This design comes from an exercise in tuning for small area on the open sky130 flow, not from production work. Only simulation tests tie the RTL to the original design; equivalence was not proved. Power and IR drop assume default switching activity.

Design haar_database_scheduler, start of the top module:
module haar_database_scheduler #(
    parameter int DATA_WIDTH_12            = 12,
    parameter int NUM_STAGES               = 24,
    parameter int NUM_PARAM_PER_CLASSIFIER = 18
) (
    input  logic                     clk_fpga,
    input  logic                     reset_fpga,
    input  logic                     i_restart,
    input  logic [NUM_STAGES-1:0]    i_req,
    input  logic [NUM_STAGES*DATA_WIDTH_12-1:0] i_stage_base,
    input  logic [NUM_STAGES*DATA_WIDTH_12-1:0] i_num_classifier,
    output logic                     o_rom_en,
    output logic [DATA_WIDTH_12-1:0] o_rom_addr,
    input  logic [DATA_WIDTH_12-1:0] i_rom_data,
    output logic [DATA_WIDTH_12-1:0] o_data,
    output logic                     o_data_valid,
    output logic [DATA_WIDTH_12-1:0] o_data_stage,
    output logic [DATA_WIDTH_12-1:0] o_data_index,
    output logic [NUM_STAGES-1:0]    o_grant,
    output logic [NUM_STAGES-1:0]    o_end_single_classifier,
    output logic [NUM_STAGES-1:0]    o_end_all_classifier,
    output logic                     o_busy
);
    localparam int SW = (NUM_STAGES > 1) ? $clog2(NUM_STAGES) : 1;
    localparam int WW = $clog2(NUM_PARAM_PER_CLASSIFIER);
    localparam int DW = DATA_WIDTH_12;
    localparam logic [WW-1:0] LAST_IDX = WW'(NUM_PARAM_PER_CLASSIFIER - 2);
    logic [SW-1:0] g;           
    logic [SW-1:0] dstage;      
    logic [WW-1:0] didx;        
    logic          nogrant;     
    logic          init_load;
    logic          busy;
    logic          endp;        
    logic          lastblk;     
    logic [DW-1:0] cnt [NUM_STAGES];
    logic restart_eff;
    assign restart_eff = i_restart | init_load;
    assign o_data       = i_rom_data;
    assign o_busy       = busy;
    assign o_data_stage = DW'(dstage);
    assign o_data_index = DW'(didx);
    logic          first;
    logic [WW-1:0] word;
    logic          last_word;
    assign first     = o_rom_en & ~o_data_valid;
    assign word      = o_rom_en ? (first ? '0 : didx + 1'b1) : didx;
    assign last_word = o_rom_en & ~first & (didx == LAST_IDX);
    logic [NUM_STAGES-1:0] mask, mreq, sel_oh;
    logic                  found;
    always_comb begin
        logic seen_m, seen_r;
        for (int i = 0; i < NUM_STAGES; i++) mask[i] = ~nogrant & (SW'(i) > g);
  ...
export LEC_CHECK = 0
export CAP_MARGIN = 20
export CORE_MARGIN = 2
export CORE_UTILIZATION = 40
export SLEW_MARGIN = 20
create_clock -name core_clock -period 10.0 [get_ports {clk_fpga}]
standard.sh (not shown) runs the stock make flow with config.mk's settings and CLKGATE_MAP_FILE= SYNTH_SCRIPT=/design/flow/synth_recipe.tcl, a recipe that flattens the netlist after the stock synthesis.
==> flow/flow/run.sh <==
#!/bin/bash
# Standard ORFS layout with two changes: an area-oriented ABC mapping script in
# synthesis, and the smallest buffer cell for the port buffers.
set -euo pipefail
W=$(pwd)
export FLOW_ABC_SCRIPT=$W/flow/abc_area.script
bash standard.sh SYNTH_SCRIPT=$W/flow/synth.tcl \
  "BUFFER_PORTS_ARGS=-buffer_cell sky130_fd_sc_hd__buf_1" finish > $W/orfs_make.log 2>&1
==> flow/flow/abc_area.script <==
strash; &get -n; &fraig -x; &put; scorr; dc2; dretime; strash; &get -n; &dch -f; &nf; &put
==> flow/flow/synth.tcl <==
# The standard synthesis (synth_recipe.tcl), with ABC's technology mapping
# run with an area-oriented script instead of ORFS's speed script.
proc synth {args} { yosys synth -nofsm -noshare {*}$args }
proc abc {args} {
  set i [lsearch -exact $args -script]
  if { $i >= 0 } {
    set args [lreplace $args $i [expr {$i + 1}] -script $::env(FLOW_ABC_SCRIPT)]
  }
  yosys abc {*}$args
}
source $::env(SCRIPTS_DIR)/synth.tcl
# left out here: clear keep_hierarchy, flatten, clean up, hide names made inside functions, write 1_2_yosys.v
The baseline produced a clean layout.
Next try:
==> flow/run.sh (new file) <==
#!/bin/bash
# synth_recipe.tcl (not shown) runs the flow's synth.tcl, then flattens the netlist and writes it again
# the make line also repeats each setting of config.mk as NAME=value (left out here)
make -C /OpenROAD-flow-scripts/flow DESIGN_CONFIG=/design/flow/config.mk WORK_HOME=/design/flow/orfs CLKGATE_MAP_FILE= SYNTH_SCRIPT=/design/flow/synth_recipe.tcl finish
removed: flow/flow/run.sh
removed: flow/flow/abc_area.script
removed: flow/flow/synth.tcl
removed: flow/standard.sh
What happened: Area after synthesis went up by 16%. Die area went up by 15%. Hold slack is worse by 47 ps. Total power went up by 17%. Clock power is about the same. First-iteration DRC count went up by 51%. Wire length went up by 31%. Register-to-register slack is better by 930 ps. Via count went up by 20%. Utilization went up by 5.8 points.
Next try:
==> flow/flow/run.sh (new file) <==
#!/bin/bash
# Standard ORFS layout with four changes: an area-oriented ABC mapping script
# in synthesis, the smallest buffer cell for the port buffers, clock tree
# synthesis with clkbuf_4 buffers and no dummy balancing loads, and ORFS's
# power recovery (downsizing gates on paths with positive slack) after global
# routing.
set -euo pipefail
W=$(pwd)
export FLOW_ABC_SCRIPT=$W/flow/abc_area.script
bash standard.sh SYNTH_SCRIPT=$W/flow/synth.tcl \
  "BUFFER_PORTS_ARGS=-buffer_cell sky130_fd_sc_hd__buf_1" \
  "CTS_ARGS=-sink_clustering_enable -repair_clock_nets -buf_list sky130_fd_sc_hd__clkbuf_4 -dont_use_dummy_load" \
  RECOVER_POWER=100 \
  finish > $W/orfs_make.log 2>&1
==> flow/flow/abc_area.script (new file) <==
strash; &get -n; &fraig -x; &put; scorr; dc2; dretime; strash; &get -n; &dch -f; &nf -R 1000; &put; &get -n; &dch -f; &nf -R 1000; &put; &get -n; &dch -f; &nf -R 1000; &put; &get -n; &dch -f; &nf -R 1000; &put
==> flow/flow/synth.tcl (new file) <==
# The standard synthesis (synth_recipe.tcl), with ABC's technology mapping
# run with an area-oriented script instead of ORFS's speed script.
proc synth {args} { yosys synth -nofsm -noshare {*}$args }
proc abc {args} {
  set i [lsearch -exact $args -script]
  if { $i >= 0 } {
    set args [lreplace $args $i [expr {$i + 1}] -script $::env(FLOW_ABC_SCRIPT)]
  }
  yosys abc {*}$args
}
source $::env(SCRIPTS_DIR)/synth.tcl
# left out here: clear keep_hierarchy, flatten, clean up, hide names made inside functions, write 1_2_yosys.v
==> flow/standard.sh (new file) <==
#!/bin/bash
# synth_recipe.tcl (not shown) runs the flow's synth.tcl, then flattens the netlist and writes it again
# the make line also repeats each setting of config.mk as NAME=value (left out here)
make -C /OpenROAD-flow-scripts/flow DESIGN_CONFIG=/design/flow/config.mk WORK_HOME=/design/flow/orfs CLKGATE_MAP_FILE= SYNTH_SCRIPT=/design/flow/synth_recipe.tcl "${@:-finish}"
removed: flow/run.sh
Result: With this change the flow completed and failed the layout checks on capacitance limit, slew limit; wire length falls by 29%; cell count falls by 12%; setup slack is worse by 550 ps; first-iteration DRC count falls by 28%; sequential share of layout area rises by 11 points; sequential power falls by about 3%; critical path depth rises by 16; total power falls by 18%.
Next try:
==> flow/flow/run.sh (replaced) <==
#!/bin/bash
# Standard ORFS layout with two changes: an area-oriented ABC mapping script in
# synthesis, and the smallest buffer cell for the port buffers.
set -euo pipefail
W=$(pwd)
export FLOW_ABC_SCRIPT=$W/flow/abc_area.script
bash standard.sh SYNTH_SCRIPT=$W/flow/synth.tcl \
  "BUFFER_PORTS_ARGS=-buffer_cell sky130_fd_sc_hd__buf_1" finish > $W/orfs_make.log 2>&1
CTS_BUF_LIST = sky130_fd_sc_hd__clkbuf_4   (was default)
Now the flow completed with no timing, DRC or antenna violations.
Wire length hardly moves.
Area after synthesis stays the same.
Setup slack gains 27 ps.
Power rises by 4.6%.
Via count is about the same.
Fmax is about the same.
Register-to-register slack loses 30 ps.
Sequential share of layout area falls by 1.1 points.
Cell area rises by 2.6%.
Critical path depth rises by 4.
Next try:
==> flow/flow/abc_area.script (replaced) <==
strash; &get -n; &fraig -x; &put; scorr; dc2; dretime; strash; &get -n; &dch -f; &nf; &put
CORE_UTILIZATION = 25   (was 40)
After rerunning: Power went down by a few percent. Synthesized cell count went up by a few percent. Setup slack improved by 770 ps. Clock-buffer cell count went down by 8. Via count went up slightly. Global-route usage went down by 14 points. Flip-flop and latch count does not change.
Next try:
==> flow/flow/run.sh (replaced) <==
#!/bin/bash
# Standard ORFS layout with three changes: an area-oriented ABC mapping script
# in synthesis, the smallest buffer cell for the port buffers, and clock tree
# synthesis with clkbuf_4 buffers and no dummy balancing loads.
set -euo pipefail
W=$(pwd)
export FLOW_ABC_SCRIPT=$W/flow/abc_area.script
bash standard.sh SYNTH_SCRIPT=$W/flow/synth.tcl \
  "BUFFER_PORTS_ARGS=-buffer_cell sky130_fd_sc_hd__buf_1" \
  "CTS_ARGS=-sink_clustering_enable -repair_clock_nets -buf_list sky130_fd_sc_hd__clkbuf_4 -dont_use_dummy_load" \
  finish > $W/orfs_make.log 2>&1
==> flow/flow/abc_area.script (replaced) <==
strash; &get -n; &fraig -x; &put; scorr; dc2; dretime; strash; &get -n; &dch -f; &nf -R 1000; &put; &get -n; &dch -f; &nf -R 1000; &put; &get -n; &dch -f; &nf -R 1000; &put; &get -n; &dch -f; &nf -R 1000; &put
CORE_UTILIZATION = 40   (was 25)
CTS_BUF_LIST = default   (was sky130_fd_sc_hd__clkbuf_4)
PLACE_DENSITY = 0.85   (was default)
After rerunning: Global-route usage is higher by 11 points. Synthesized cell count decreases by about 3.7%. Setup slack gets worse by 560 ps. First-iteration DRC count grows by about 30%.

-- what the ideal ports hide --
The flow's constraints put no driver on any port. The routed layouts listed below were extracted and timed again, unchanged, in two steps. Step 1, drivers: a clkbuf_16 drives clk_fpga and a buf_2 each remaining input, both assumed. Step 2, shift: input delay + t, output delay - t, t = (earliest + latest rising clock arrival at the registers) / 2. This alone moves slack from input paths to output paths. Three values: no drivers, after step 1, after step 2; two values: the first two.
run | shift t [ns] | slack for setup (ns) | latest minus earliest clock arrival (ns) | worst slew at a driven data input, ns
the first run | 0.576 | 0.872 / 0.900 / 0.324 | 0.032 / 0.032 | 0.32
the second run | 0.572 | 1.095 / 1.126 / 0.554 | 0.038 / 0.038 | 0.42
the third run | 0.760 | 0.549 / 0.581 / -0.179 | 0.050 / 0.050 | 0.29
the fourth run | 0.763 | 0.576 / 0.576 / -0.075 | 0.049 / 0.048 | 0.33
the fifth run | 0.796 | 1.345 / 1.345 / 0.618 | 0.065 / 0.064 | 0.35
the sixth run | 0.727 | 0.782 / 0.811 / 0.085 | 0.131 / 0.131 | 0.30
For the third run, which loses most, drivers alone change the setup slack by +0.032 ns; drivers and shift together by -0.728 ns.
